What follows belongs to an exercise in optimizing a design on an open flow for small area, a short achievable clock period and few clock cycles per item; a production flow would make more cautious choices.
RTL that was checked went through simulation tests only; none was proved equivalent to the original.
Only the layout flow was run in runs 1 and 2; the RTL was not checked for function there.
Power is estimated from default activity; no workload was simulated.

## design.v

```verilog
package bch_pkg;
	localparam logic [63:0] M_A1_63 = 64'h28140a052330180c;  
	localparam logic [63:0] M_R1_63 = 64'h0603201008040201;  
	localparam logic [63:0] M_A3_63 = 64'h092f3c1e0f2c160b;  
	localparam logic [63:0] M_R3_63 = 64'h2e17201008040201;  
	localparam logic [63:0] M_SQ_63 = 64'h00002b121e0b1001;  
	localparam logic [63:0] M_LT_63 = 64'h0000141e341c143a;  
	localparam logic [7:0]  L1_63   = 8'h3a;  
	localparam logic [8:0]  M3_63   = 9'h057;
	localparam int          NPOW_63 = 8;  
	localparam logic [63:0] POW_63 = 64'h1f0d2f0911130c01;
	localparam logic [63:0] M_A1_255 = 64'h261387cde8743a1d;  
	localparam logic [63:0] M_R1_255 = 64'h8040201008040201;  
	localparam logic [63:0] M_A3_255 = 64'hfe7f844221abee77;  
	localparam logic [63:0] M_R3_255 = 64'h8040201008040201;  
	localparam logic [63:0] M_SQ_255 = 64'hcb46918b42771001;  
	localparam logic [63:0] M_LT_255 = 64'hf61002642a242cd6;  
	localparam logic [7:0]  L1_255   = 8'hd6;  
	localparam logic [8:0]  M3_255   = 9'h177;
	localparam int          NPOW_255 = 32;  
	localparam logic [255:0] POW_255 = 256'h1b2cf712c3511c8295e3fce649a84f853b810dd9fefd655f5d466a9d8f4c1d01;
	localparam int Q63 = 8;
	function automatic logic [7:0] lin(input logic [7:0] x, input logic [63:0] m);
		lin = '0;
		for (int i = 0; i < 8; i++) begin
			if (x[i]) lin = lin ^ m[8*i +: 8];
		end
	endfunction
	function automatic logic [7:0] div_a(input logic is63, input logic [7:0] u);
		if (is63) div_a = {2'b00, u[0], u[5:1]} ^ {7'd0, u[0]};
		else div_a = {u[0], u[7:1]} ^ {4'd0, u[0], u[0], u[0], 1'b0};
	endfunction
	function automatic logic [7:0] div_x3(input logic is63, input logic [7:0] u);
		if (is63) div_x3 = 8'((u[0] ? ({1'b0, u} ^ M3_63) : {1'b0, u}) >> 1);
		else div_x3 = 8'((u[0] ? ({1'b0, u} ^ M3_255) : {1'b0, u}) >> 1);
	endfunction
endpackage
module bch_syndrome (
	input                          clk,
	input                          rstn,
	input                          i_set,
	input  [1:0]                   i_code,
	input  [8-1:0]       i_data,
	output                         o_ready,
	output                         o_valid,
	input                          i_take,
	output logic [7:0]             o_s1,
	output logic [7:0]             o_s3,
	output logic                   o_is63
);
	logic [4:0] cnt_q;
	logic       pend_q;
	logic       busy;
	logic       en;
	logic       last;
	logic [7:0] bits;
	logic [7:0] s1_fb;
	logic [7:0] s3_fb;
	assign busy = (cnt_q != 5'd0);
	assign en = !pend_q || i_take;
	assign o_ready = en;
	assign last = busy && (cnt_q == (o_is63 ? 5'd7 : 5'd31));
	assign o_valid = pend_q;
	always_comb begin
		s1_fb = '0;
		s3_fb = '0;
		if (busy) begin
			if (o_is63) begin
				s1_fb = bch_pkg::lin(o_s1, bch_pkg::M_A1_63);
				s3_fb = bch_pkg::lin(o_s3, bch_pkg::M_A3_63);
			end else begin
				s1_fb = bch_pkg::lin(o_s1, bch_pkg::M_A1_255);
				s3_fb = bch_pkg::lin(o_s3, bch_pkg::M_A3_255);
			end
		end
		bits = {i_data[7] & busy, i_data[6:0]};
	end
	always_ff @(posedge clk or negedge rstn) begin
		if (!rstn) begin
			cnt_q <= '0;
			pend_q <= 1'b0;
		end else begin
			if (en && (i_set || busy)) begin
				cnt_q <= last ? 5'd0 : cnt_q + 5'd1;
			end
			pend_q <= (en && last) || (pend_q && !i_take);
		end
	end
	always_ff @(posedge clk) begin
		if (en) begin
			o_s1 <= s1_fb ^ bits;
			o_s3 <= s3_fb ^ bits;
			if (!busy) begin
				o_is63 <= (i_code == 2'd1);
			end
		end
	end
endmodule
module bch_berlekamp (
	input                          clk,
	input                          rstn,
	input                          i_valid,
	output                         o_take,
	input  [7:0]                   i_s1,
	input  [7:0]                   i_s3,
	input                          i_is63,
	output logic                   o_finish,
	output [8-1:0]        o_odata
);
	logic       s_idle, s_a, s_b, s_c, s_e1, s_e2, s_add, s_sort, s_o0, s_o1;
	logic [2:0] j_q;
	logic       is63_q;
	logic [7:0] z_q;
	logic [7:0] r_q;
	logic [7:0] a_q;
	logic       sel_q;
	logic       first_q;
	logic       hit;
	logic [4:0] gi;
	logic       zero;
	logic       found;
	logic [7:0] l;
	logic [7:0] z_step;
	logic [7:0] r_sq;
	logic [7:0] r_exp;
	logic [1:0] a_bits;
	logic       b_last;
	logic [7:0] y;
	logic [7:0] s1_red;
	logic [7:0] s3_red;
	logic [7:0] add_in;
	logic [8:0] sum0;
	logic [8:0] sum1;
	logic [7:0] p;
	logic       load;
	bch_chien u_search (
		.i_z    (z_q),
		.i_is63 (is63_q),
		.o_hit  (hit),
		.o_i    (gi)
	);
	assign zero = (z_q == 8'd0);
	assign found = hit || zero;
	always_comb begin
		if (zero) begin
			l = 8'd255;
		end else if (is63_q && bch_pkg::Q63 == 2) begin
			l = {2'b00, gi, j_q[0]};
		end else begin
			l = {gi, j_q};
		end
	end
	always_comb begin
		if (is63_q) begin
			a_bits = {a_q[3'd5 - {j_q[1:0], 1'b0}], a_q[3'd4 - {j_q[1:0], 1'b0}]};
			r_sq = bch_pkg::lin(r_q, bch_pkg::M_SQ_63);
			y = bch_pkg::lin(r_q, bch_pkg::M_LT_63) ^ bch_pkg::L1_63;
			b_last = (j_q == 3'd2);
		end else begin
			a_bits = {a_q[3'd7 - {j_q[1:0], 1'b0}], a_q[3'd6 - {j_q[1:0], 1'b0}]};
			r_sq = bch_pkg::lin(r_q, bch_pkg::M_SQ_255);
			y = bch_pkg::lin(r_q, bch_pkg::M_LT_255) ^ bch_pkg::L1_255;
			b_last = (j_q == 3'd3);
		end
		r_exp = a_bits[0] ? bch_pkg::div_x3(is63_q, r_sq) : r_sq;
		if (a_bits[1]) r_exp = bch_pkg::div_x3(is63_q, bch_pkg::div_x3(is63_q, r_exp));
		z_step = bch_pkg::div_a(is63_q, z_q);
		if (i_is63) begin
			s1_red = bch_pkg::lin(i_s1, bch_pkg::M_R1_63);
			s3_red = bch_pkg::lin(i_s3, bch_pkg::M_R3_63);
		end else begin
			s1_red = i_s1;
			s3_red = i_s3;
		end
	end
	always_comb begin
		add_in = first_q ? r_q : z_q;
		sum0 = {1'b0, a_q} + {1'b0, add_in};
		sum1 = {1'b0, a_q} + {1'b0, add_in} + 9'd1;
		if (is63_q) begin
			p = sum1[6] ? {2'b00, sum1[5:0]} : sum0[7:0];
		end else begin
			p = sum1[8] ? sum1[7:0] : sum0[7:0];
		end
	end
	assign load = (s_idle || s_o1) && i_valid;
	logic [7:0] z_d;
	logic [7:0] r_d;
	always_comb begin
		z_d = ({8{load}} & s1_red) | ({8{s_c}} & y) | ({8{s_add}} & p);
		if (s_a) z_d = z_d | (zero ? 8'd255 : z_step);
		if (s_e1) z_d = z_d | (found ? (y ^ 8'd1) : z_step);
		if (s_e2) z_d = z_d | (found ? l : z_step);
		r_d = ({8{load}} & s3_red) | ({8{s_a}}) | ({8{s_b}} & r_exp) | ({8{first_q}} & p);
		if (s_e1) r_d = l;
	end
	assign o_take = load;
	always_ff @(posedge clk or negedge rstn) begin
		if (!rstn) begin
			s_idle <= 1'b1;
			s_a <= 1'b0;
			s_b <= 1'b0;
			s_c <= 1'b0;
			s_e1 <= 1'b0;
			s_e2 <= 1'b0;
			s_add <= 1'b0;
			s_sort <= 1'b0;
			s_o0 <= 1'b0;
			s_o1 <= 1'b0;
			o_finish <= 1'b0;
		end else begin
			s_idle <= (s_idle || s_o1) && !i_valid;
			s_a <= load || (s_a && !found);
			s_b <= (s_a && hit && !zero) || (s_b && !b_last);
			s_c <= s_b && b_last;
			s_e1 <= s_c || (s_e1 && !found);
			s_e2 <= (s_e1 && found) || (s_e2 && !found);
			s_add <= s_e2 && found;
			s_sort <= s_add;
			s_o0 <= s_sort || (s_a && zero);
			s_o1 <= s_o0;
			o_finish <= s_sort || (s_a && zero) || s_o0;
		end
	end
	always_ff @(posedge clk) begin
		if (load || s_c || (s_b ? b_last : found)) begin
			j_q <= '0;
		end else begin
			j_q <= j_q + 3'd1;
		end
		first_q <= s_e1 && found;
		if (load) begin
			is63_q <= i_is63;
		end
		if (s_a && hit) begin
			a_q <= l;
		end
		if (load || s_a || s_c || s_e1 || s_e2 || s_add) begin
			z_q <= z_d;
		end
		if (load || (s_a && zero) || s_b || (s_e1 && found) || (first_q && r_q != 8'd255)) begin
			r_q <= r_d;
		end
		if (s_sort) begin
			sel_q <= !(r_q < z_q);
		end else if (s_o0) begin
			sel_q <= !sel_q;
		end
	end
	assign o_odata = sel_q ? z_q : r_q;
endmodule
module bch_chien (
	input  [7:0]                   i_z,
	input                          i_is63,
	output logic                   o_hit,
	output logic [4:0]             o_i
);
	always_comb begin
		o_hit = 1'b0;
		o_i = '0;
		if (i_is63) begin
			for (int i = 0; i < bch_pkg::NPOW_63; i++) begin
				if (i_z == bch_pkg::POW_63[8*i +: 8]) begin
					o_hit = 1'b1;
					o_i = o_i | 5'(i);
				end
			end
		end else begin
			for (int i = 0; i < bch_pkg::NPOW_255; i++) begin
				if (i_z == bch_pkg::POW_255[8*i +: 8]) begin
					o_hit = 1'b1;
					o_i = o_i | 5'(i);
				end
			end
		end
	end
endmodule
module bch_decoder (
	input                      clk,
	input                      rstn,
	input                      i_set,
	input  [1:0]               i_code,
	input  [8-1:0]   i_data,
	output                     o_ready,
	output                     o_finish,
	output [8-1:0]    o_odata
);
	logic       syn_valid;
	logic       syn_take;
	logic [7:0] s1;
	logic [7:0] s3;
	logic       is63;
	bch_syndrome u_syndrome (
		.clk     (clk),
		.rstn    (rstn),
		.i_set   (i_set),
		.i_code  (i_code),
		.i_data  (i_data),
		.o_ready (o_ready),
		.o_valid (syn_valid),
		.i_take  (syn_take),
		.o_s1    (s1),
		.o_s3    (s3),
		.o_is63  (is63)
	);
	bch_berlekamp u_solver (
		.clk      (clk),
		.rstn     (rstn),
		.i_valid  (syn_valid),
		.o_take   (syn_take),
		.i_s1     (s1),
		.i_s3     (s3),
		.i_is63   (is63),
		.o_finish (o_finish),
		.o_odata  (o_odata)
	);
endmodule
```

## flow/run.sh

```bash
#!/bin/bash
# Standard layout, with timing repair aiming for 6 ns of setup slack at the
# 10 ns clock, so the paths are optimised for a shorter achieved period.
set -euo pipefail
bash standard.sh SETUP_SLACK_MARGIN=6 finish > make_finish.log 2>&1
```

## standard.sh

```bash
#!/bin/bash
# synth_recipe.tcl (not shown) runs the flow's synth.tcl, then flattens the netlist and writes it again
# the make line also repeats each setting of config.mk as NAME=value (left out here)
make -C /OpenROAD-flow-scripts/flow DESIGN_CONFIG=/design/flow/config.mk WORK_HOME=/design/flow/orfs CLKGATE_MAP_FILE= SYNTH_SCRIPT=/design/flow/synth_recipe.tcl "${@:-finish}"
```

## config.mk

```make
export PLATFORM = sky130hd
export DESIGN_NAME = bch_decoder
export DESIGN_NICKNAME = bch_decoder
export VERILOG_FILES = /design/flow/design.v
export SDC_FILE = /design/flow/constraint.sdc
export NUM_CORES = 4
export LEC_CHECK = 0
export CAP_MARGIN = 20
export CORE_MARGIN = 2
export CORE_UTILIZATION = 40
export SLEW_MARGIN = 20
```

## constraint.sdc

```tcl
create_clock -name core_clock -period 10.0 [get_ports {clk}]
set_input_delay 2.0000 -clock core_clock [delete_from_list [all_inputs] [get_ports {clk}]]
set_output_delay 2.0000 -clock core_clock [all_outputs]
set_load 0.01 [all_outputs]
```

==> results of run 1 <==
## placed cells by master, fill, tap and decap left out, types with 9 or more instances in the layout
master / instances
sky130_fd_sc_hd__mux2_2: 9
sky130_fd_sc_hd__dfrtp_1: 16
sky130_fd_sc_hd__a21oi_1: 32
sky130_fd_sc_hd__o21ai_0: 45
sky130_fd_sc_hd__nor3_1: 14
sky130_fd_sc_hd__inv_1: 26
sky130_fd_sc_hd__clkdlybuf4s50_1: 22
sky130_fd_sc_hd__nor2_1: 49
sky130_fd_sc_hd__a21o_1: 12
sky130_fd_sc_hd__xor2_1: 36
sky130_fd_sc_hd__buf_4: 26
sky130_fd_sc_hd__xnor2_1: 97
sky130_fd_sc_hd__nand3_1: 32
sky130_fd_sc_hd__nand2_1: 80
sky130_fd_sc_hd__edfxtp_1: 43
sky130_fd_sc_hd__nor2b_1: 9
sky130_fd_sc_hd__clkbuf_16: 11
sky130_fd_sc_hd__ha_1: 26
sky130_fd_sc_hd__o211ai_1: 12
## power groups by stage
| stage | Combinational (mW) | Sequential (mW) | Clock [mW] |
|---|---|---|---|
| 6_report | 0.576 | 0.455 | 0.327 |
| 4_1_cts | 0.580 | 0.455 | 0.331 |
| 3_5_place_dp | 0.571 | 0.460 | 0 |
| 2_1_floorplan | 0.527 | 0.410 | 0 |
| 3_3_place_gp | 0.562 | 0.456 | 0 |
| 5_1_grt | 0.653 | 0.465 | 0.341 |
## layer usage
layer / wire length [um] / up-vias
met4: 663 / 0
met5: 0 / -
met2: 9640 / 238
li1: - / 2711
met1: 8310 / 2755
met3: 1210 / 41
## worst paths after layout
kind,to,slack (ns),cells past startpoint
max in group asynchronous,u_solver.o_finish,7.39,1
max,o_odata[0],6.08,2
min in group asynchronous,async pin,2.12,1
max reg2reg,u_solver.r_q[1],6.19,15
min,u_solver.s_o1,0.37,0
min reg2reg,u_solver.s_o1,0.37,0
## cell families (layout without fill, tap and decap cells)
| kind of cell | after synthesis | in the layout |
|---|---|---|
| AO/OA/AOI/OAI | 178 | 178 |
| XOR/XNOR | 136 | 136 |
| adder cells (fa/ha/maj) | 28 | 28 |
| buffers and inverters | 84 | 95 |
| flip-flops | 64 | 64 |
| multiplexers | 20 | 20 |
| AND/OR/NAND/NOR | 243 | 243 |
## metrics by stage
step / area (um2) / hold slack (ns) / utilization / cells / setup WS (ns)
after global placement: 6680 / 0.360 / 0.423 / 941 / 5.67
after floorplan: 6400 / 0.346 / - / 753 / 6.07
after CTS: 7070 / 0.380 / 0.448 / 966 / 6.02
after detailed placement: 6680 / 0.367 / 0.423 / 941 / 5.62
after global routing: 7200 / 0.398 / 0.457 / 980 / 5.96
final: 7200 / 0.375 / 0.457 / 980 / 6.08
## area by class of cell
type	instances	area (um2)
fillers	1565	8570
multi-input cells	605	4280
flip-flops and latches	64	1800
repair buffers	48	415
clock buffers	11	275
well taps	216	270
inverters	31	116
clock inverters	5	41.3
## sequential cells by signal (all words and copies together), names as in the netlist, 3 cells and up, named ones only
register and cells:
u_solver.z_q 8, u_syndrome.o_s3 8, u_syndrome.cnt_q 5, u_solver.j_q 3
u_solver.r_q 8, u_solver.a_q 8, u_syndrome.o_s1 8
## worst max-delay path: cells and delay by family, from the launching register on
kind                   cells  cell delay, ns
muxes                      1            0.41
buffers and inverters      1            0.48
DFF                        1            0.68
## what timing repair did
item                                    CTS  global route
gates resized for setup                   3             5
buffers inserted                          9            14
pin swaps                                 1             1
endpoints found under the setup margin   14            20
==> impl_summary.txt, run 1 <==
----------------------------------------------------
[Status]
  Status ... finished clean

[Logic synthesis]
  Post-Synthesis Cell Area ... 0.00640 mm2
  Portion of netlist area occupied by mux cells ... 0.0371
  Count of mapped cells out of synthesis ... 753
  Fraction of the mapped netlist area in compound gates ... 0.190
  Most repeated cell in the gate-level netlist after synthesis ... sky130_fd_sc_hd__xnor2_1
  Proportion of synthesized chip area in sequential cells ... 0.281
  Adder-cell area share of the yosys netlist ... 0.0559
  Most used DFF post-synth ... sky130_fd_sc_hd__edfxtp_1
  Synthesized area per cell ... 8.50 um2
  Number of flops mapped to enable cells by yosys ... 43
  Area share of and/or/nand/nor cells after synthesis ... 0.194
  Flop and latch count out of synthesis ... 64
  Main combinational cell family by area after synthesis ... simple AND/OR/NAND/NOR gates
  Proportion of netlist area held by the largest area contributor ... 0.202
  Library cell with the largest summed area after synthesis ... sky130_fd_sc_hd__edfxtp_1
  Post-synthesis async set-or-reset flop share ... 0.266
  Post-synthesis cell type count ... 81
  Post-Synthesis Net Count ... 794
  Xor-xnor portion of the synthesized cell area ... 0.187
  Synth cell count leaders ... sky130_fd_sc_hd__xnor2_1 (99), sky130_fd_sc_hd__nand2_1 (80), sky130_fd_sc_hd__nor2_1 (49)
  Top post-synthesis cells by area ... sky130_fd_sc_hd__edfxtp_1 (20%), sky130_fd_sc_hd__xnor2_1 (14%), sky130_fd_sc_hd__dfrtp_1 (6.3%), sky130_fd_sc_hd__ha_1 (5.3%), sky130_fd_sc_hd__xor2_1 (4.9%)
  Number of warnings issued by yosys ... 3

[Clock network]
  Clock-pin slew reported for the worst setup and hold paths after clock tree synthesis ... 0.06 ns
  CTS Buf Count ... 9
  Clock tree from TritonCTS ... done
  Source-to-sink clock delay at the later pin of the worst-skew pair ... 0.34 ns
  Clock Path Buffers ... 2
  CTS root buf ... sky130_fd_sc_hd__clkbuf_16
  Clock Sinks ... 64
  H-tree level count ... 3
  Post-CTS Hold Buffers ... 0

[STA]
  Fin Setup TNS ... 0 ns
  Highest clock frequency the design can meet ... 255 MHz
  RSZ-0062 raised after global routing ... yes
  Endpoints failing hold ... 0
  Slew headroom ... 0.324
  Period utilisation layout ... 0.392
  Number of failing setup endpoints in the final timing report ... 0
  Slew at the pin closest to its max-slew limit ... 1.01 ns
  Final worst path period need ... 3.92 ns
  Clock Skews ... 0.0103 ns
  Final Max Slew Viols ... 0

[Critical path]
  Crit path DAT ... 1.92 ns
  Type of the worst setup path ... flop to primary output
  Worst EP required ... 8.00 ns
  Sort of element at the end of the critical path ... primary output
  Crit-path max FO ... 9
  Worst path max stage delay ... 0.68 ns
  Crit-path cells ... mux2_2, clkdlybuf4s50_1
  Slowest CP cell ... sky130_fd_sc_hd__edfxtp_1
  Critical path launch point ... u_solver.sel_q
  Worst R2R Start ... u_solver.r_q[0]
  Kind of start point of the critical path ... flop

[Power and ir drop]
  Internal Power ... 0.872 mW
  P_leak ... 2.76 nW
  Worst IR Drop VDD ... 0.221 mV
  Proportion of power drawn by the clock network ... 0.241
  P per Cell Area ... 189 mW/mm2
  Net load switching power ... 0.485 mW
  Proportion of power drawn by combinational gates ... 0.424
  Sequential share of power ... 0.335
  Switching Share ... 0.358
  Power after layout ... 1.36 mW

[Routing]
  Number of iterations in the first detailed-routing pass ... 7
  Vias/cell ... 5.86
  Number of remaining DRC errors ... 0
  Antenna violation net count after detailed routing ... 0
  Routed WL ... 19800 um
  Drt first-iter violations ... 623
  Via count ... 5745
  Per-cell routed wire length ... 20.2 um

[Global routing]
  GRT met3 Usage ... 0.0326
  Number of global-route vias before repair ... 5589
  Grt total ovfl ... 0
  Global routing's busiest layer ... met2
  Pin count of the biggest net entering global routing ... 40
  GR Util met2 ... 0.392
  GR Util All Layers ... 0.237
  Fraction of met1 tracks used by global routing ... 0.305
  Number of antenna violations at the first check in global routing ... 0
  Global-route wire length before repair ... 31000 um

[Place]
  RePlAce Congestion ... 0.976
  Port buffer count ... 22
  Post-detailed-placement half-perimeter wirelength ... 14600 um

[Die]
  Die Ht ... 131 um
  Starting Density ... 0.406
  Number of standard-cell rows in the floorplan ... 46
  Area inside the core boundary ... 0.0158 mm2
  Ports ... 23
  Die Footprint ... 0.0170 mm2
  Die extent in x ... 131 um

[Layout]
  # nets final ... 800
  Antenna cell count ... 0
  Post-synthesis to final-layout area growth ... 12.4%
  Share of cells above drive strength 1 ... 0.106

[Hold path]
  Hold path startpoint ... u_solver.s_o0
  Path type of the worst min-delay path ... flop to flop

[Run]
  Max capacitance violation total ... 0

----------------------------------------------------
==> run 2: changes to the inputs <==
--- a/design.v
+++ b/design.v
@@ -184,16 +184,6 @@
 		end
 	end
 	assign load = (s_idle || s_o1) && i_valid;
-	logic [7:0] z_d;
-	logic [7:0] r_d;
-	always_comb begin
-		z_d = ({8{load}} & s1_red) | ({8{s_c}} & y) | ({8{s_add}} & p);
-		if (s_a) z_d = z_d | (zero ? 8'd255 : z_step);
-		if (s_e1) z_d = z_d | (found ? (y ^ 8'd1) : z_step);
-		if (s_e2) z_d = z_d | (found ? l : z_step);
-		r_d = ({8{load}} & s3_red) | ({8{s_a}}) | ({8{s_b}} & r_exp) | ({8{first_q}} & p);
-		if (s_e1) r_d = l;
-	end
 	assign o_take = load;
 	always_ff @(posedge clk or negedge rstn) begin
 		if (!rstn) begin
@@ -235,11 +225,31 @@
 		if (s_a && hit) begin
 			a_q <= l;
 		end
-		if (load || s_a || s_c || s_e1 || s_e2 || s_add) begin
-			z_q <= z_d;
+		if (load) begin
+			z_q <= s1_red;
+		end else if (s_a && zero) begin
+			z_q <= 8'd255;
+		end else if ((s_a || s_e1 || s_e2) && !found) begin
+			z_q <= z_step;
+		end else if (s_c) begin
+			z_q <= y;
+		end else if (s_e1) begin
+			z_q <= y ^ 8'd1;
+		end else if (s_e2) begin
+			z_q <= l;
+		end else if (s_add) begin
+			z_q <= p;
 		end
-		if (load || (s_a && zero) || s_b || (s_e1 && found) || (first_q && r_q != 8'd255)) begin
-			r_q <= r_d;
+		if (load) begin
+			r_q <= s3_red;
+		end else if (s_a && zero) begin
+			r_q <= 8'd255;
+		end else if (s_b) begin
+			r_q <= r_exp;
+		end else if (s_e1 && found) begin
+			r_q <= l;
+		end else if (first_q && r_q != 8'd255) begin
+			r_q <= p;
 		end
 		if (s_sort) begin
 			sel_q <= !(r_q < z_q);
==> impl_summary.txt, run 2 <==
----------------------------------------------------
[STA]
  Final worst path period need ... 3.92 ns
  Clock Skews ... 0.00807 ns
  Period utilisation layout ... 0.392
  RSZ-0062 raised after global routing ... yes
  Final Max Slew Viols ... 0
  Slew headroom ... 0.349
  Highest clock frequency the design can meet ... 255 MHz
  Slew at the pin closest to its max-slew limit ... 0.964 ns
  Endpoints failing hold ... 0
  Worst hold margin ... 0.368 ns
  Number of failing setup endpoints in the final timing report ... 0
  Fin Setup TNS ... 0 ns

[Logic synthesis]
  Number of warnings issued by yosys ... 3
  Library cell with the largest summed area after synthesis ... sky130_fd_sc_hd__edfxtp_1
  Count of mapped cells out of synthesis ... 852
  Most repeated cell in the gate-level netlist after synthesis ... sky130_fd_sc_hd__nand2_1
  Flop and latch count out of synthesis ... 64
  Synth cell count leaders ... sky130_fd_sc_hd__nand2_1 (89), sky130_fd_sc_hd__xnor2_1 (85), sky130_fd_sc_hd__nor2_1 (62)
  Proportion of synthesized chip area in sequential cells ... 0.254
  Proportion of netlist area held by the largest area contributor ... 0.183
  Post-synthesis async set-or-reset flop share ... 0.266
  Post-Synthesis Cell Area ... 0.00707 mm2
  Number of flops mapped to enable cells by yosys ... 43
  Post-synthesis cell type count ... 88
  Most used DFF post-synth ... sky130_fd_sc_hd__edfxtp_1
  Post-Synthesis Net Count ... 893
  Top post-synthesis cells by area ... sky130_fd_sc_hd__edfxtp_1 (18%), sky130_fd_sc_hd__xnor2_1 (11%), sky130_fd_sc_hd__dfrtp_1 (5.7%), sky130_fd_sc_hd__ha_1 (4.8%), sky130_fd_sc_hd__nand2_1 (4.7%)
  Synthesized area per cell ... 8.30 um2

[Clock network]
  Source-to-sink clock delay at the later pin of the worst-skew pair ... 0.35 ns
  CTS root buf ... sky130_fd_sc_hd__clkbuf_16
  Post-CTS Hold Buffers ... 0
  H-tree level count ... 3
  CTS Buf Count ... 9
  Clock Path Buffers ... 2
  Clock tree from TritonCTS ... done
  Clock-pin slew reported for the worst setup and hold paths after clock tree synthesis ... 0.06 ns
  Clock Sinks ... 64

[Power and ir drop]
  Sequential share of power ... 0.337
  P per Cell Area ... 172 mW/mm2
  Power after layout ... 1.37 mW
  Net load switching power ... 0.502 mW
  Proportion of power drawn by the clock network ... 0.225
  Internal Power ... 0.868 mW
  Worst IR Drop VDD ... 0.240 mV
  Proportion of power drawn by combinational gates ... 0.439
  Switching Share ... 0.366
  P_leak ... 3.09 nW

[Layout]
  Most common cell after layout, fill and taps aside ... sky130_fd_sc_hd__nand2_1
  Final design utilization ... 0.459
  # nets final ... 900
  Antenna cell count ... 0
  Post-synthesis to final-layout area growth ... 12.4%
  Leading cell types in the layout, fill and taps excluded ... sky130_fd_sc_hd__nand2_1 (88), sky130_fd_sc_hd__xnor2_1 (85), sky130_fd_sc_hd__nor2_1 (62), sky130_fd_sc_hd__edfxtp_1 (43), sky130_fd_sc_hd__o21ai_0 (41)
  Share of cells above drive strength 1 ... 0.131

[Critical path]
  Crit path DAT ... 4.11 ns
  Sort of element at the end of the critical path ... flop
  Critical path launch point ... u_solver.z_q[0]
  Kind of start point of the critical path ... flop
  Worst R2R Start ... u_solver.z_q[0]
  Type of the worst setup path ... flop to flop
  Crit-path max FO ... 7
  Worst EP required ... 10.19 ns

[Place]
  Port buffer count ... 22
  RePlAce Congestion ... 0.954
  Post-detailed-placement half-perimeter wirelength ... 16100 um

[Global routing]
  Number of global-route vias before repair ... 6162
  Global-route wire length before repair ... 35400 um
  Grt total ovfl ... 0
  GR Util All Layers ... 0.246
  Number of antenna violations at the first check in global routing ... 0
  Pin count of the biggest net entering global routing ... 55

[Routing]
  Number of iterations in the first detailed-routing pass ... 5
  Per-cell routed wire length ... 20.7 um
  Via count ... 6534
  Drt first-iter violations ... 632
  Vias/cell ... 6.00
  Routed WL ... 22500 um
  Antenna violation net count after detailed routing ... 0
  Number of remaining DRC errors ... 0

[Status]
  Status ... finished clean

[Hold path]
  Path type of the worst min-delay path ... flop to flop
  Hold path startpoint ... u_solver.s_o0

[Die]
  Number of standard-cell rows in the floorplan ... 48
  Area inside the core boundary ... 0.0173 mm2
  Ports ... 23
  Starting Density ... 0.409
  Die extent in x ... 137 um
  Die Footprint ... 0.0188 mm2
  Die Ht ... 137 um

[Run]
  Max capacitance violation total ... 0

----------------------------------------------------
## run 2: power by group through the flow
stage,Combinational (mW),Sequential (mW),Clock [mW]
2_1_floorplan,0.551,0.413,0
3_3_place_gp,0.595,0.464,0
3_5_place_dp,0.599,0.465,0
4_1_cts,0.607,0.460,0.312
5_1_grt,0.680,0.470,0.321
6_report,0.601,0.461,0.308
## run 2: metal layers
metal	track usage	wire length, um	vias to the layer above
li1	-	-	3115
met1	0.342	10000	3092
met2	0.385	10300	270
met3	0.0359	1510	57
met4	0.0922	685	0
met5	0	0	-
## run 2: final cells by class
class,instances,area [um2]
Clock buffer,11,254
Clock inverter,5,27.5
Fill cell,1720,9350
Inverter,30,113
Multi-Input combinational cell,693,4950
Sequential cell,64,1800
Tap cell,225,282
Timing Repair Buffer,61,517
## run 2: critical path, cell delays in order (launching register included)
cell,delay [ns]
sky130_fd_sc_hd__edfxtp_1,0.43
sky130_fd_sc_hd__inv_2,0.11
sky130_fd_sc_hd__o21ai_0,0.10
sky130_fd_sc_hd__ha_1,0.26
sky130_fd_sc_hd__fa_2,0.42
sky130_fd_sc_hd__a211o_1,0.38
sky130_fd_sc_hd__a2111oi_4,0.36
sky130_fd_sc_hd__nor3b_4,0.10
sky130_fd_sc_hd__inv_1,0.09
sky130_fd_sc_hd__ha_1,0.24
sky130_fd_sc_hd__nand2b_1,0.18
sky130_fd_sc_hd__o31a_1,0.21
sky130_fd_sc_hd__buf_4,0.19
sky130_fd_sc_hd__a31o_2,0.26
sky130_fd_sc_hd__a31o_2,0.26
sky130_fd_sc_hd__a21oi_1,0.16
## run 2: worst paths after layout
path / depth (start not counted) / slack (ns) / to
max in group asynchronous: 1 / 7.36 / u_syndrome.cnt_q[3]
worst min-delay path: 0 / 0.37 / u_solver.s_o1
worst max-delay path: 15 / 6.08 / u_solver.z_q[5]
worst max register to register: 15 / 6.08 / u_solver.z_q[5]
worst min register to register: 0 / 0.37 / u_solver.s_o1
min in group asynchronous: 1 / 2.13 / u_solver.s_a
## run 2: through the flow
step / area [um2] / std cells / setup WS (ns)
finish: 7940 / 1089 / 6.08
detailed placement: 7340 / 1044 / 5.34
CTS: 7780 / 1076 / 6.01
global placement: 7340 / 1044 / 5.47
global route: 7940 / 1089 / 5.96
floorplan: 7080 / 852 / 6.04
## run 2: cell families after synthesis
group                    after synthesis  synth area share
multiplexers                          25            0.0427
AO/OA/AOI/OAI                        212             0.214
XOR/XNOR                             125             0.163
adder cells (fa/ha/maj)               28            0.0506
flip-flops                            64             0.254
buffers and inverters                 95            0.0605
AND/OR/NAND/NOR                      303             0.215
## run 2: repair_timing
action,4_1_cts,5_1_grt
endpoints found under the setup margin,18,24
pin swaps,0,1
gates resized for setup,8,20
setup buffers,16,13
==> run 3: changes to the inputs <==
--- a/design.v
+++ b/design.v
@@ -34,6 +34,32 @@
 		if (is63) div_x3 = 8'((u[0] ? ({1'b0, u} ^ M3_63) : {1'b0, u}) >> 1);
 		else div_x3 = 8'((u[0] ? ({1'b0, u} ^ M3_255) : {1'b0, u}) >> 1);
 	endfunction
+	function automatic logic [7:0] add_mod(input logic is63, input logic [7:0] a,
+		input logic [7:0] b);
+		logic [7:0] g, t, gg, tt, gn, tn, c;
+		logic       w;
+		g = a & b;
+		t = a ^ b;
+		gg = g;
+		tt = t;
+		for (int d = 1; d < 8; d = d * 2) begin
+			gn = gg;
+			tn = tt;
+			for (int i = d; i < 8; i++) begin
+				gn[i] = gg[i] | (tt[i] & gg[i-d]);
+				tn[i] = tt[i] & tt[i-d];
+			end
+			gg = gn;
+			tt = tn;
+		end
+		w = is63 ? (gg[5] | tt[5]) : (gg[7] | tt[7]);
+		c[0] = w;
+		for (int i = 1; i < 8; i++) begin
+			c[i] = gg[i-1] | (tt[i-1] & w);
+		end
+		add_mod = t ^ c;
+		if (is63) add_mod[7:6] = 2'b00;
+	endfunction
 endpackage
 module bch_syndrome (
 	input                          clk,
@@ -129,8 +155,6 @@
 	logic [7:0] s1_red;
 	logic [7:0] s3_red;
 	logic [7:0] add_in;
-	logic [8:0] sum0;
-	logic [8:0] sum1;
 	logic [7:0] p;
 	logic       load;
 	bch_chien u_search (
@@ -173,16 +197,8 @@
 			s3_red = i_s3;
 		end
 	end
-	always_comb begin
-		add_in = first_q ? r_q : z_q;
-		sum0 = {1'b0, a_q} + {1'b0, add_in};
-		sum1 = {1'b0, a_q} + {1'b0, add_in} + 9'd1;
-		if (is63_q) begin
-			p = sum1[6] ? {2'b00, sum1[5:0]} : sum0[7:0];
-		end else begin
-			p = sum1[8] ? sum1[7:0] : sum0[7:0];
-		end
-	end
+	assign add_in = first_q ? r_q : z_q;
+	assign p = bch_pkg::add_mod(is63_q, a_q, add_in);
 	assign load = (s_idle || s_o1) && i_valid;
 	assign o_take = load;
 	always_ff @(posedge clk or negedge rstn) begin
==> impl_summary.txt, run 3 <==
----------------------------------------------------
[Status]
  Status ... finished clean

[Global routing]
  Number of global-route vias before repair ... 5367
  Grt total ovfl ... 0
  GR Util All Layers ... 0.217
  Number of antenna violations at the first check in global routing ... 0
  Global-route wire length before repair ... 30300 um
  Pin count of the biggest net entering global routing ... 47

[Hold path]
  Path type of the worst min-delay path ... flop to flop
  Worst hold path cell count ... 0

[Logic synthesis]
  Count of mapped cells out of synthesis ... 762
  Top post-synthesis cells by area ... sky130_fd_sc_hd__edfxtp_1 (20%), sky130_fd_sc_hd__xnor2_1 (12%), sky130_fd_sc_hd__dfrtp_1 (6.1%), sky130_fd_sc_hd__xor2_1 (5.3%), sky130_fd_sc_hd__ha_1 (4.8%)
  Proportion of synthesized chip area in sequential cells ... 0.273
  Number of warnings issued by yosys ... 3
  Synth cell count leaders ... sky130_fd_sc_hd__xnor2_1 (88), sky130_fd_sc_hd__nand2_1 (66), sky130_fd_sc_hd__nor2_1 (63)
  Synthesized area per cell ... 8.64 um2
  Post-synthesis async set-or-reset flop share ... 0.266
  Proportion of netlist area held by the largest area contributor ... 0.196
  Library cell with the largest summed area after synthesis ... sky130_fd_sc_hd__edfxtp_1
  Most repeated cell in the gate-level netlist after synthesis ... sky130_fd_sc_hd__xnor2_1
  Post-Synthesis Cell Area ... 0.00658 mm2
  Most used DFF post-synth ... sky130_fd_sc_hd__edfxtp_1
  Number of flops mapped to enable cells by yosys ... 43
  Flop and latch count out of synthesis ... 64
  Post-synthesis cell type count ... 91
  Post-Synthesis Net Count ... 801

[Routing]
  Number of iterations in the first detailed-routing pass ... 6
  Per-cell routed wire length ... 19.8 um
  Routed WL ... 19300 um
  Vias/cell ... 5.98
  Drt first-iter violations ... 563
  Via count ... 5845
  Number of remaining DRC errors ... 0
  Antenna violation net count after detailed routing ... 0

[STA]
  Number of failing setup endpoints in the final timing report ... 0
  Final worst path period need ... 3.89 ns
  Period utilisation layout ... 0.389
  Final Max Slew Viols ... 0
  RSZ-0062 raised after global routing ... no
  Fin Setup TNS ... 0 ns
  Highest clock frequency the design can meet ... 257 MHz
  Slew headroom ... 0.286
  Slew at the pin closest to its max-slew limit ... 1.06 ns
  Endpoints failing hold ... 0
  Clock Skews ... 0.00856 ns

[Die]
  Die Ht ... 132 um
  Ports ... 23
  Die extent in x ... 132 um
  Die Footprint ... 0.0175 mm2
  Number of standard-cell rows in the floorplan ... 46
  Area inside the core boundary ... 0.0160 mm2
  Starting Density ... 0.411

[Critical path]
  Worst EP required ... 8.00 ns
  Worst path max stage delay ... 0.60 ns
  Kind of start point of the critical path ... flop
  Slowest CP cell ... sky130_fd_sc_hd__edfxtp_1
  Crit-path cells ... inv_1, o21ai_0, clkdlybuf4s50_1
  Crit path DAT ... 1.89 ns
  Register-to-Register Path Depth ... 9
  Sort of element at the end of the critical path ... primary output
  Type of the worst setup path ... flop to primary output
  Crit-path max FO ... 7
  Minimum setup slack among reg-to-reg paths ... 6.25 ns

[Power and ir drop]
  P_leak ... 2.70 nW
  P per Cell Area ... 185 mW/mm2
  Worst IR Drop VDD ... 0.197 mV

[Clock network]
  Clock tree from TritonCTS ... done
  CTS root buf ... sky130_fd_sc_hd__clkbuf_16
  Source-to-sink clock delay at the later pin of the worst-skew pair ... 0.33 ns
  Clock Sinks ... 64
  CTS Buf Count ... 9
  Cells resized by post-CTS repair ... 0
  H-tree level count ... 3
  Clock-pin slew reported for the worst setup and hold paths after clock tree synthesis ... 0.05 ns
  Clock Path Buffers ... 2

[Layout]
  Fill cell count ... 1595
  Fin cells ... 977
  Antenna cell count ... 0
  Leading cell types in the layout, fill and taps excluded ... sky130_fd_sc_hd__xnor2_1 (88), sky130_fd_sc_hd__nand2_1 (66), sky130_fd_sc_hd__nor2_1 (63), sky130_fd_sc_hd__edfxtp_1 (43), sky130_fd_sc_hd__a21oi_1 (42)
  Most common cell after layout, fill and taps aside ... sky130_fd_sc_hd__xnor2_1
  # nets final ... 795
  Share of cells above drive strength 1 ... 0.0828
  Post-synthesis to final-layout area growth ... 8.95%
  Final design utilization ... 0.448

[Place]
  Cells after DPL ... 950
  Post-detailed-placement half-perimeter wirelength ... 14200 um
  RePlAce Congestion ... 1.03
  Port buffer count ... 22

[Run]
  Max capacitance violation total ... 0

----------------------------------------------------
## run 3: what timing repair did
item | in CTS | in global routing
hold buffers | 0 | 0
setup buffers | 1 | 10
endpoints found under the setup margin | 1 | 7
hold endpoints to repair | 0 | 0
## run 3: worst max-delay path, delay by kind of cell (launching register included)
family	cells	cell delay [ns]
AO/OA/AOI/OAI	1	0.22
buffers and inverters	2	0.74
flip-flops	1	0.60
## run 3: logic make-up (layout without fill, tap and decap cells)
| logic type | Yosys count | count (layout) | synth area share |
|---|---|---|---|
| XOR/XNOR | 129 | 129 | 0.174 |
| multiplexers | 28 | 28 | 0.0511 |
| AO/OA/AOI/OAI | 183 | 183 | 0.193 |
| buffers and inverters | 82 | 81 | 0.0599 |
| AND/OR/NAND/NOR | 250 | 250 | 0.199 |
| flip-flops | 64 | 64 | 0.273 |
| adder cells (fa/ha/maj) | 26 | 26 | 0.0506 |
## run 3: final timing paths
path                                  endpoint             from
setup / recovery                    o_odata[3]  u_solver.r_q[3]
max in group asynchronous  u_syndrome.cnt_q[2]             rstn
min in group asynchronous            async pin             rstn
setup reg to reg               u_solver.r_q[3]  u_solver.is63_q
hold reg to reg                  u_solver.s_o1    u_solver.s_o0
hold / removal                   u_solver.s_o1    u_solver.s_o0
## run 3: report_power, final
part	leakage, nW	internal [mW]	switching (mW)
Clock	0.140	0.179	0.110
Sequential	0.651	0.373	0.0827
Combinational	1.90	0.299	0.282
Total	2.70	0.851	0.474
## run 3: through the flow
| stage | power [mW] | setup WS, ns | area (um2) | hold slack, ns |
|---|---|---|---|---|
| 2_1_floorplan | 0.936 | 6.76 | 6580 | 0.346 |
| 3_3_place_gp | 1.02 | 6.21 | 6820 | 0.369 |
| 3_5_place_dp | 1.03 | 6.27 | 6820 | 0.355 |
| 4_1_cts | 1.33 | 6.05 | 7100 | 0.376 |
| 5_1_grt | 1.42 | 6.03 | 7170 | 0.389 |
| 6_report | 1.32 | 6.11 | 7170 | 0.375 |
## run 3: routing by layer
layer | vias up | global-route usage | share of wire
li1 | 2734 | - | -
met1 | 2780 | 0.304 | 0.45
met2 | 275 | 0.334 | 0.45
met3 | 56 | 0.0373 | 0.066
met4 | 0 | 0.0860 | 0.037
met5 | - | 0 | 0
## run 3: area by class of cell
type                            count  area, um2  share of cell area
Multi-Input combinational cell    616       4390               0.612
Clock buffer                       12        256              0.0358
Timing Repair Buffer               37        333              0.0464
Sequential cell                    64       1800               0.251
Inverter                           28        105              0.0147
Tap cell                          216        270              0.0377
Clock inverter                      4       18.8             0.00262
Testbench counts of run 3, summed over its fixed seeds: cycles 14,414, frames 512.
==> run 4: changes to the inputs <==
==> flow/run.sh (replaced) <==
#!/bin/bash
# Standard layout, with timing repair aiming for 7 ns of setup slack at the
# 10 ns clock, so the paths are optimised for a shorter achieved period.
set -euo pipefail
bash standard.sh SETUP_SLACK_MARGIN=7 finish > make_finish.log 2>&1
==> impl_summary.txt, run 4 <==
----------------------------------------------------
[Place]
  Port buffer count ... 22
  RePlAce Congestion ... 1.02
  Post-detailed-placement half-perimeter wirelength ... 14200 um

[STA]
  Worst hold margin ... 0.378 ns
  Period utilisation layout ... 0.337
  Slew headroom ... 0.364
  Final worst path period need ... 3.37 ns
  Number of failing setup endpoints in the final timing report ... 0
  Fin Setup TNS ... 0 ns
  Highest clock frequency the design can meet ... 296 MHz
  Slew at the pin closest to its max-slew limit ... 0.954 ns
  Clock Skews ... 0.00884 ns
  RSZ-0062 raised after global routing ... yes
  Endpoints failing hold ... 0
  Final Max Slew Viols ... 0

[Logic synthesis]
  Flop and latch count out of synthesis ... 64
  Number of warnings issued by yosys ... 3
  Synthesized area per cell ... 8.64 um2
  Top post-synthesis cells by area ... sky130_fd_sc_hd__edfxtp_1 (20%), sky130_fd_sc_hd__xnor2_1 (12%), sky130_fd_sc_hd__dfrtp_1 (6.1%), sky130_fd_sc_hd__xor2_1 (5.3%), sky130_fd_sc_hd__ha_1 (4.8%)
  Proportion of netlist area held by the largest area contributor ... 0.196
  Post-Synthesis Cell Area ... 0.00658 mm2
  Number of flops mapped to enable cells by yosys ... 43
  Library cell with the largest summed area after synthesis ... sky130_fd_sc_hd__edfxtp_1
  Post-Synthesis Net Count ... 801
  Synth cell count leaders ... sky130_fd_sc_hd__xnor2_1 (88), sky130_fd_sc_hd__nand2_1 (66), sky130_fd_sc_hd__nor2_1 (63)
  Post-synthesis async set-or-reset flop share ... 0.266
  Count of mapped cells out of synthesis ... 762
  Post-synthesis cell type count ... 91
  Most used DFF post-synth ... sky130_fd_sc_hd__edfxtp_1
  Most repeated cell in the gate-level netlist after synthesis ... sky130_fd_sc_hd__xnor2_1
  Proportion of synthesized chip area in sequential cells ... 0.273

[Die]
  Starting Density ... 0.411
  Die Footprint ... 0.0175 mm2
  Ports ... 23
  Die extent in x ... 132 um
  Die Ht ... 132 um
  Number of standard-cell rows in the floorplan ... 46
  Area inside the core boundary ... 0.0160 mm2

[Critical path]
  Slowest CP cell ... sky130_fd_sc_hd__edfxtp_1
  WP buf/inv ... 2
  Reg-to-reg critical path endpoint ... u_solver.z_q[5]
  Worst path max stage delay ... 0.42 ns
  Crit-path cells ... buf_6, mux2_2, buf_6
  Kind of start point of the critical path ... flop
  Worst R2R Start ... u_solver.r_q[1]
  Crit-path max FO ... 5
  Minimum setup slack among reg-to-reg paths ... 6.74 ns
  Crit path DAT ... 1.37 ns
  Type of the worst setup path ... flop to primary output
  Sort of element at the end of the critical path ... primary output
  CP top delay family ... flip-flops
  Worst EP required ... 8.00 ns
  Register-to-Register Path Depth ... 15
  Most prevalent standard cell on the critical path ... sky130_fd_sc_hd__buf_6

[Status]
  Status ... finished clean

[Clock network]
  Clock-pin slew reported for the worst setup and hold paths after clock tree synthesis ... 0.06 ns
  Clock Path Buffers ... 2
  Clock Sinks ... 64
  CTS Buf Count ... 9
  CTS root buf ... sky130_fd_sc_hd__clkbuf_16
  H-tree level count ... 3
  Clock tree from TritonCTS ... done
  Source-to-sink clock delay at the later pin of the worst-skew pair ... 0.33 ns

[Global routing]
  Number of antenna violations at the first check in global routing ... 1
  GR Util met2 ... 0.417
  GR Util All Layers ... 0.257
  Fraction of met1 tracks used by global routing ... 0.335
  Global routing's busiest layer ... met2
  Pin count of the biggest net entering global routing ... 33
  Grt total ovfl ... 0
  Number of global-route vias before repair ... 6068
  GRT met3 Usage ... 0.0384
  Global-route wire length before repair ... 35200 um

[Layout]
  Leading cell types in the layout, fill and taps excluded ... sky130_fd_sc_hd__xnor2_1 (86), sky130_fd_sc_hd__buf_4 (78), sky130_fd_sc_hd__nand2_1 (61), sky130_fd_sc_hd__nor2_1 (57), sky130_fd_sc_hd__edfxtp_1 (43)
  # nets final ... 883
  Fill cell count ... 1446
  Post-synthesis to final-layout area growth ... 30.2%
  Share of cells above drive strength 1 ... 0.276
  Most common cell after layout, fill and taps aside ... sky130_fd_sc_hd__xnor2_1

[Hold path]
  Worst hold path cell count ... 0
  Path type of the worst min-delay path ... flop to flop
  Hold path startpoint ... u_solver.s_o0
  Worst Hold Path EP ... u_solver.s_o1

[Power and ir drop]
  Worst IR Drop VDD ... 0.194 mV
  P per Cell Area ... 163 mW/mm2
  P_leak ... 3.33 nW

[Routing]
  Routed WL ... 23700 um
  Via count ... 6555
  Number of remaining DRC errors ... 0
  Per-cell routed wire length ... 22.2 um
  Antenna violation net count after detailed routing ... 0
  Number of iterations in the first detailed-routing pass ... 8
  Vias/cell ... 6.15
  Drt first-iter violations ... 772

[Run]
  Max capacitance violation total ... 0

----------------------------------------------------
-- run 4: changes by cell type in the layout (fill, tap and decap cells not counted), sizes merged, moves of 3 or more --
cell,change
buf,+92
clkbuf,+3
clkdlybuf4s50,-10
clkinv,-3
-- run 4: how the worst max path moves through the flow --
| stage | from | endpoint | slack (ns) | cells after the start |
|---|---|---|---|---|
| 2_1_floorplan | u_solver.sel_q | o_odata[0] | 6.98 | 2 |
| 3_3_place_gp | u_solver.z_q[3] | u_solver.z_q[1] | 5.84 | 13 |
| 3_5_place_dp | u_solver.z_q[3] | u_solver.z_q[1] | 5.82 | 13 |
| 4_1_cts | u_solver.sel_q | o_odata[1] | 6.65 | 3 |
| 5_1_grt | u_solver.sel_q | o_odata[1] | 6.61 | 3 |
| 6_report | u_solver.sel_q | o_odata[1] | 6.63 | 3 |
-- run 4: power by group --
part | internal [mW] | switching [mW]
logic | 0.302 | 0.285
registers | 0.373 | 0.0849
clock network | 0.227 | 0.124
-- run 4: kinds of logic (layout without fill, tap and decap cells) --
| logic type | Yosys count | count (layout) | synth area share |
|---|---|---|---|
| AOI/OAI and AO/OA | 183 | 183 | 0.193 |
| xor gates and xnor gates | 129 | 129 | 0.174 |
| other | 0 | 1 | 0 |
| and+or+nand+nor | 250 | 252 | 0.199 |
| buffers and inverters | 82 | 166 | 0.0599 |
| DFF | 64 | 64 | 0.273 |
| adders and majority gates | 26 | 26 | 0.0506 |
| muxes | 28 | 29 | 0.0511 |
-- run 4: metal layers --
layer | up-vias | share of wire
li1 | 2928 | -
met1 | 3119 | 0.40
met2 | 406 | 0.47
met3 | 102 | 0.080
met4 | 0 | 0.056
met5 | - | 0
-- run 4: worst register-to-register path: stages (launching register included) --
cell and delay [ns]:
sky130_fd_sc_hd__edfxtp_1 0.46, sky130_fd_sc_hd__buf_6 0.16, sky130_fd_sc_hd__buf_6 0.12, sky130_fd_sc_hd__nand2_4 0.07
sky130_fd_sc_hd__o21ai_4 0.07, sky130_fd_sc_hd__ha_4 0.23, sky130_fd_sc_hd__buf_6 0.11, sky130_fd_sc_hd__buf_6 0.12
sky130_fd_sc_hd__a21o_1 0.18, sky130_fd_sc_hd__a21o_1 0.19, sky130_fd_sc_hd__a21oi_2 0.15, sky130_fd_sc_hd__o211ai_1 0.19
sky130_fd_sc_hd__a311oi_2 0.49, sky130_fd_sc_hd__o211ai_1 0.19, sky130_fd_sc_hd__nand3b_1 0.19, sky130_fd_sc_hd__a21oi_2 0.08
-- run 4: what timing repair did --
| action | 4_1_cts | 5_1_grt |
|---|---|---|
| resized for setup | 106 | 60 |
| endpoints found under the setup margin | 54 | 54 |
| cloned | 5 | 0 |
| hold buffers | 0 | 0 |
| pin swaps | 15 | 38 |
| buffers inserted | 67 | 28 |
| endpoints found under the hold margin | 0 | 0 |
-- run 4: layout make-up --
class	instances	area, um2	area share
multi-input combinational	619	4930	0.575
sequential	64	1800	0.210
timing repair buffer	122	1120	0.131
clock buffer	14	328	0.0382
tap	216	270	0.0315
inverter	28	109	0.0127
clock inverter	2	11.3	0.00131
antenna	1	2.50	0.000292
-- run 4: per-stage QoR --
stage	setup slack (ns)	power [mW]	area, um2	util	std cells
floorplan	6.98	0.936	6640	-	762
global placement	5.84	1.02	6840	0.428	949
detailed placement	5.82	1.03	6840	0.428	949
CTS	6.65	1.39	8100	0.506	1037
global route	6.61	1.48	8570	0.536	1066
finish	6.63	1.40	8570	0.536	1066
==> run 5: changes to the inputs <==
==> flow/run.sh (replaced) <==
#!/bin/bash
# Standard layout, with timing repair aiming for 6.5 ns of setup slack at the
# 10 ns clock, so the paths are optimised for a shorter achieved period.
set -euo pipefail
bash standard.sh SETUP_SLACK_MARGIN=6.5 finish > make_finish.log 2>&1
--- a/config.mk
+++ b/config.mk
@@ -7,5 +7,5 @@
 export LEC_CHECK = 0
 export CAP_MARGIN = 20
 export CORE_MARGIN = 2
-export CORE_UTILIZATION = 40
+export CORE_UTILIZATION = 60
 export SLEW_MARGIN = 20
==> impl_summary.txt, run 5 <==
----------------------------------------------------
[Hold path]
  Path type of the worst min-delay path ... flop to flop

[Logic synthesis]
  Proportion of synthesized chip area in sequential cells ... 0.273
  Number of warnings issued by yosys ... 3
  Library cell with the largest summed area after synthesis ... sky130_fd_sc_hd__edfxtp_1
  Count of mapped cells out of synthesis ... 762
  Post-Synthesis Net Count ... 801
  Post-synthesis async set-or-reset flop share ... 0.266
  Post-synthesis cell type count ... 91
  Synthesized area per cell ... 8.64 um2
  Top post-synthesis cells by area ... sky130_fd_sc_hd__edfxtp_1 (20%), sky130_fd_sc_hd__xnor2_1 (12%), sky130_fd_sc_hd__dfrtp_1 (6.1%), sky130_fd_sc_hd__xor2_1 (5.3%), sky130_fd_sc_hd__ha_1 (4.8%)
  Post-Synthesis Cell Area ... 0.00658 mm2
  Number of flops mapped to enable cells by yosys ... 43
  Flop and latch count out of synthesis ... 64
  Most repeated cell in the gate-level netlist after synthesis ... sky130_fd_sc_hd__xnor2_1
  Most used DFF post-synth ... sky130_fd_sc_hd__edfxtp_1
  Proportion of netlist area held by the largest area contributor ... 0.196
  Synth cell count leaders ... sky130_fd_sc_hd__xnor2_1 (88), sky130_fd_sc_hd__nand2_1 (66), sky130_fd_sc_hd__nor2_1 (63)

[STA]
  Fin Setup TNS ... 0 ns
  Endpoints failing hold ... 0
  Final worst path period need ... 3.49 ns
  Highest clock frequency the design can meet ... 287 MHz
  Slew at the pin closest to its max-slew limit ... 1.10 ns
  RSZ-0062 raised after global routing ... yes
  Clock Skews ... 0.00886 ns
  Final worst-path setup slack ... 6.51 ns
  Slew headroom ... 0.258
  Final Max Slew Viols ... 0
  Number of failing setup endpoints in the final timing report ... 0
  Period utilisation layout ... 0.349

[Power and ir drop]
  Proportion of power drawn by the clock network ... 0.177
  Internal Power ... 0.787 mW
  Proportion of power drawn by combinational gates ... 0.464
  Net load switching power ... 0.481 mW
  P_leak ... 2.84 nW
  Switching Share ... 0.379
  P per Cell Area ... 173 mW/mm2
  Worst IR Drop VDD ... 0.261 mV
  Sequential share of power ... 0.359

[Layout]
  Fill cell count ... 887
  Leading cell types in the layout, fill and taps excluded ... sky130_fd_sc_hd__xnor2_1 (88), sky130_fd_sc_hd__nand2_1 (65), sky130_fd_sc_hd__nor2_1 (61), sky130_fd_sc_hd__edfxtp_1 (43), sky130_fd_sc_hd__a21oi_1 (42)
  Share of cells above drive strength 1 ... 0.137
  Sequential cell area ... 0.00180 mm2
  Area taken by multi-input logic gates ... 0.00453 mm2
  Post-synthesis to final-layout area growth ... 11.5%
  Most common cell after layout, fill and taps aside ... sky130_fd_sc_hd__xnor2_1
  # nets final ... 824

[Clock network]
  H-tree level count ... 3
  CTS Buf Count ... 9
  Clock Path Buffers ... 2
  Clock tree from TritonCTS ... done
  CTS root buf ... sky130_fd_sc_hd__clkbuf_8
  Clock Sinks ... 64
  Source-to-sink clock delay at the later pin of the worst-skew pair ... 0.35 ns
  Post-CTS Hold Buffers ... 0
  Clock-pin slew reported for the worst setup and hold paths after clock tree synthesis ... 0.08 ns

[Status]
  Status ... finished clean

[Critical path]
  Minimum setup slack among reg-to-reg paths ... 6.57 ns
  Capture point of the worst path ... o_odata[0]
  Register-to-Register Path Depth ... 9
  Type of the worst setup path ... flop to primary output
  Kind of start point of the critical path ... flop
  Crit-path max FO ... 10
  Critical path launch point ... u_solver.sel_q
  Worst R2R Start ... u_solver.is63_q
  Worst EP required ... 8.00 ns
  Reg-to-reg critical path endpoint ... u_solver.r_q[3]
  Crit path DAT ... 1.49 ns
  Sort of element at the end of the critical path ... primary output

[Routing]
  Per-cell routed wire length ... 22.4 um
  Number of iterations in the first detailed-routing pass ... 7
  Vias/cell ... 6.64
  Number of remaining DRC errors ... 0
  Routed WL ... 20800 um
  Antenna violation net count after detailed routing ... 0
  Via count ... 6181
  Drt first-iter violations ... 729

[Place]
  Worst setup timing slack at the placement stage ... 6.12 ns
  Post-detailed-placement half-perimeter wirelength ... 13800 um
  RePlAce Congestion ... 1.04
  Port buffer count ... 22

[Global routing]
  Number of antenna violations at the first check in global routing ... 1
  GR Util All Layers ... 0.362
  Pin count of the biggest net entering global routing ... 47
  Grt total ovfl ... 0
  Global-route wire length before repair ... 32500 um
  Number of global-route vias before repair ... 5783

[Die]
  Die Ht ... 109 um
  Die Footprint ... 0.0118 mm2
  Starting Density ... 0.610
  Die extent in x ... 109 um
  Number of standard-cell rows in the floorplan ... 38
  Ports ... 23
  Area inside the core boundary ... 0.0108 mm2

[Run]
  Max capacitance violation total ... 0

----------------------------------------------------
## run 5: cell types whose count changed in the layout (fill, tap and decap cells not counted), sizes merged
cell           before  now
buf               107   42
dlygate4sd2         0    9
clkbuf             15   12
inv                27   29
bufbuf              1    0
clkdlybuf4s15       1    0
clkdlybuf4s50      12   13
clkinv              2    3
clkinvlp            1    0
nor3               17   16
## run 5: cell type report
cell class                      count  share of cell area
Multi-Input combinational cell    618               0.617
Sequential cell                    64               0.245
Timing Repair Buffer               64              0.0721
Clock buffer                       12              0.0240
Tap cell                          140              0.0239
Inverter                           28              0.0143
Clock inverter                      4             0.00307
Antenna cell                        1            0.000341
## run 5: per-layer routing
layer  GRT usage  up-vias  wire (um)
met2       0.568      387       9310
met4       0.195        0       1290
li1            -     2807          -
met1       0.463     2885       8180
met5           0        -          0
met3      0.0825      102       2060
## run 5: repair_timing
item	CTS	global route
gates resized for setup	20	16
setup buffers	28	10
cloned	2	0
hold endpoints to repair	0	0
pin swaps	1	2
endpoints found under the setup margin	27	39
## run 5: worst max-delay path: stages, from the launching register on
cell and delay [ns]:
sky130_fd_sc_hd__edfxtp_1 0.35, sky130_fd_sc_hd__buf_6 0.16, sky130_fd_sc_hd__mux2_2 0.35, sky130_fd_sc_hd__dlygate4sd2_1 0.28
## run 5: cells by family after synthesis
family	after synthesis	share of synthesized area
XOR/XNOR	129	0.174
adder cells (fa/ha/maj)	26	0.0506
AO/OA/AOI/OAI	183	0.193
multiplexers	28	0.0511
AND/OR/NAND/NOR	250	0.199
flip-flops	64	0.273
buffers and inverters	82	0.0599
## run 5: through the flow
step | util | area, um2 | std cells | hold WS [ns] | power (mW)
CTS | 0.666 | 7190 | 920 | 0.398 | 1.27
global placement | 0.623 | 6720 | 874 | 0.374 | 1.02
global route | 0.680 | 7340 | 930 | 0.406 | 1.37
finish | 0.680 | 7340 | 931 | 0.410 | 1.27
floorplan | - | 6580 | 762 | 0.346 | 0.936
detailed placement | 0.623 | 6720 | 874 | 0.373 | 1.04
## run 5: how the worst min path moves through the flow
stage / from / to / slack, ns / cells after the start
after CTS: u_solver.s_add / u_solver.s_sort / 0.40 / 0
after floorplan: u_solver.s_o0 / u_solver.s_o1 / 0.35 / 0
after global routing: u_solver.s_add / u_solver.s_sort / 0.41 / 0
after global placement: u_solver.s_add / u_solver.s_sort / 0.37 / 0
after detailed placement: u_solver.s_add / u_solver.s_sort / 0.37 / 0
final: u_solver.s_add / u_solver.s_sort / 0.41 / 0
## run 5: power by group through the flow
stage          logic (mW)  clock network, mW  registers [mW]
6_report            0.589              0.225           0.455
4_1_cts             0.591              0.226           0.454
2_1_floorplan       0.524                  0           0.412
3_3_place_gp        0.565                  0           0.454
3_5_place_dp        0.580                  0           0.457
5_1_grt             0.666              0.238           0.463
==> run 6: changes to the inputs <==
--- a/config.mk
+++ b/config.mk
@@ -7,5 +7,6 @@
 export LEC_CHECK = 0
 export CAP_MARGIN = 20
 export CORE_MARGIN = 2
-export CORE_UTILIZATION = 60
+export CORE_UTILIZATION = 40
 export SLEW_MARGIN = 20
+export TNS_END_PERCENT = 10
==> impl_summary.txt, run 6 <==
----------------------------------------------------
[Status]
  Status ... finished clean

[STA]
  Fin Setup TNS ... 0 ns
  RSZ-0062 raised after global routing ... yes
  Endpoints failing hold ... 0
  Slew headroom ... 0.292
  Slew at the pin closest to its max-slew limit ... 1.05 ns
  Number of failing setup endpoints in the final timing report ... 0
  Clock Skews ... 0.00835 ns
  Highest clock frequency the design can meet ... 271 MHz
  Period utilisation layout ... 0.369
  Final Max Slew Viols ... 0
  Final worst path period need ... 3.69 ns

[Power and ir drop]
  P_leak ... 2.85 nW
  Worst IR Drop VDD ... 0.196 mV
  Power after layout ... 1.33 mW
  P per Cell Area ... 178 mW/mm2

[Clock network]
  Post-CTS Hold Buffers ... 0
  Source-to-sink clock delay at the later pin of the worst-skew pair ... 0.33 ns
  CTS root buf ... sky130_fd_sc_hd__clkbuf_16
  CTS Buf Count ... 9
  H-tree level count ... 3
  Clock-pin slew reported for the worst setup and hold paths after clock tree synthesis ... 0.05 ns
  Clock Sinks ... 64
  Clock tree from TritonCTS ... done
  Clock Path Buffers ... 2

[Critical path]
  Capture point of the worst path ... o_odata[1]
  Worst R2R Start ... u_solver.z_q[0]
  Register-to-Register Path Depth ... 10
  Crit-path max FO ... 8
  Reg-to-reg critical path endpoint ... u_solver.r_q[6]
  Sort of element at the end of the critical path ... primary output
  Worst EP required ... 8.00 ns
  Minimum setup slack among reg-to-reg paths ... 6.58 ns
  Crit path DAT ... 1.69 ns
  Kind of start point of the critical path ... flop
  Critical path launch point ... u_solver.r_q[1]
  Type of the worst setup path ... flop to primary output

[Die]
  Die extent in x ... 132 um
  Ports ... 23
  Die Footprint ... 0.0175 mm2
  Area inside the core boundary ... 0.0160 mm2
  Die Ht ... 132 um
  Starting Density ... 0.411
  Number of standard-cell rows in the floorplan ... 46

[Layout]
  Share of cells above drive strength 1 ... 0.124
  Most common cell after layout, fill and taps aside ... sky130_fd_sc_hd__xnor2_1
  Post-synthesis to final-layout area growth ... 13.2%
  # nets final ... 819
  Antenna cell count ... 0
  Leading cell types in the layout, fill and taps excluded ... sky130_fd_sc_hd__xnor2_1 (88), sky130_fd_sc_hd__nand2_1 (66), sky130_fd_sc_hd__nor2_1 (62), sky130_fd_sc_hd__edfxtp_1 (43), sky130_fd_sc_hd__a21oi_1 (42)
  Fill cell count ... 1578

[Logic synthesis]
  Count of mapped cells out of synthesis ... 762
  Proportion of synthesized chip area in sequential cells ... 0.273
  Post-Synthesis Cell Area ... 0.00658 mm2
  Post-Synthesis Net Count ... 801
  Most used DFF post-synth ... sky130_fd_sc_hd__edfxtp_1
  Synth cell count leaders ... sky130_fd_sc_hd__xnor2_1 (88), sky130_fd_sc_hd__nand2_1 (66), sky130_fd_sc_hd__nor2_1 (63)
  Synthesized area per cell ... 8.64 um2
  Post-synthesis async set-or-reset flop share ... 0.266
  Number of warnings issued by yosys ... 3
  Number of flops mapped to enable cells by yosys ... 43
  Library cell with the largest summed area after synthesis ... sky130_fd_sc_hd__edfxtp_1
  Post-synthesis cell type count ... 91
  Most repeated cell in the gate-level netlist after synthesis ... sky130_fd_sc_hd__xnor2_1
  Proportion of netlist area held by the largest area contributor ... 0.196
  Top post-synthesis cells by area ... sky130_fd_sc_hd__edfxtp_1 (20%), sky130_fd_sc_hd__xnor2_1 (12%), sky130_fd_sc_hd__dfrtp_1 (6.1%), sky130_fd_sc_hd__xor2_1 (5.3%), sky130_fd_sc_hd__ha_1 (4.8%)
  Flop and latch count out of synthesis ... 64

[Place]
  RePlAce Congestion ... 1.03
  Post-detailed-placement half-perimeter wirelength ... 14200 um
  Port buffer count ... 22

[Run]
  Max capacitance violation total ... 0

[Routing]
  Number of remaining DRC errors ... 0
  Routed WL ... 20900 um
  Number of iterations in the first detailed-routing pass ... 6
  Drt first-iter violations ... 619
  Via count ... 6070
  Vias/cell ... 6.06
  Antenna violation net count after detailed routing ... 0
  Per-cell routed wire length ... 20.8 um

[Hold path]
  Path type of the worst min-delay path ... flop to flop
  Hold path startpoint ... u_solver.s_o0

[Global routing]
  Number of antenna violations at the first check in global routing ... 0
  Grt total ovfl ... 0
  Global-route wire length before repair ... 31600 um
  Pin count of the biggest net entering global routing ... 47
  GR Util All Layers ... 0.228
  Number of global-route vias before repair ... 5515

----------------------------------------------------
[run 6: repair_timing]
item | 4_1_cts | 5_1_grt
buffers inserted | 21 | 13
resized for setup | 6 | 21
pin swaps | 0 | 1
cloned | 0 | 1
endpoints found under the setup margin | 25 | 40
[run 6: area by class of cell]
class,instances,area [um2],area share
multi-input combinational,617,4480,0.601
timing repair buffer,60,522,0.0700
inverter,28,105,0.0141
clock inverter,4,18.8,0.00252
clock buffer,12,256,0.0344
tap,216,270,0.0363
sequential,64,1800,0.241
[run 6: worst max-delay path, cell delays in order, from the launching register on]
cell and delay [ns]:
sky130_fd_sc_hd__edfxtp_1 0.54, sky130_fd_sc_hd__mux2_2 0.34, sky130_fd_sc_hd__clkdlybuf4s50_1 0.48
[run 6: cells by family after synthesis]
kind of cell	synth area share
XOR/XNOR	0.174
AO/OA/AOI/OAI	0.193
multiplexers	0.0511
buffers and inverters	0.0599
flip-flops	0.273
adder cells (fa/ha/maj)	0.0506
AND/OR/NAND/NOR	0.199
[run 6: worst min-delay path by stage]
stage / slack (ns) / to / cells after the start
3_3_place_gp: 0.37 / u_solver.s_o1 / 0
3_5_place_dp: 0.35 / u_solver.s_o1 / 0
4_1_cts: 0.38 / u_solver.s_o1 / 0
6_report: 0.38 / u_solver.s_o1 / 0
2_1_floorplan: 0.35 / u_solver.s_o1 / 0
5_1_grt: 0.39 / u_solver.s_o1 / 0
[run 6: where the power goes]
part	internal, mW	leakage [nW]	switching, mW	total [mW]
Clock	0.179	0.140	0.108	0.287
Sequential	0.373	0.652	0.0828	0.456
Combinational	0.303	2.05	0.283	0.585
[run 6: through the flow]
step | setup WS [ns] | hold WS [ns] | util | cell area (um2) | instances
after floorplan | 6.76 | 0.346 | - | 6580 | 762
after global placement | 6.21 | 0.369 | 0.426 | 6820 | 950
after detailed placement | 6.27 | 0.355 | 0.426 | 6820 | 950
after CTS | 6.27 | 0.376 | 0.453 | 7260 | 987
after global routing | 6.27 | 0.389 | 0.466 | 7450 | 1001
final | 6.31 | 0.376 | 0.466 | 7450 | 1001
[run 6: per-layer routing]
layer / GRT usage / share of wire / vias to the layer above
li1: - / - / 2793
met2: 0.353 / 0.46 / 315
met4: 0.0848 / 0.036 / 0
met3: 0.0396 / 0.073 / 63
met5: 0 / 0 / -
met1: 0.319 / 0.44 / 2899

==> port drivers added, routing unchanged <==
No port has a modelled driver above. Below, the same layouts with a new extraction and two added sets of constraints.
Step 1, drivers: a clkbuf_16 drives clk and a buf_2 each remaining input, both assumed.
Step 2, shift: input delay + t, output delay - t, t = (earliest + latest rising clock arrival at the registers) / 2. This alone moves slack from input paths to output paths.
Three values: ideal, step 1, step 2; two values: the first two.
run	t, ns	setup slack, ns	slew at the worst register clock pin (ns)	pins driven straight from the clock port
run 1	0.369	6.080 / 6.046 / 6.185	0.06 / 0.06	1
run 2	0.380	6.077 / 6.070 / 6.077	0.06 / 0.06	1
run 3	0.366	6.112 / 6.074 / 6.254	0.06 / 0.06	1
run 4	0.365	6.626 / 6.591 / 6.745	0.06 / 0.06	1
run 5	0.384	6.511 / 6.476 / 6.575	0.08 / 0.08	1
run 6	0.364	6.308 / 6.270 / 6.578	0.06 / 0.06	1
After both steps every run listed still meets setup and hold.
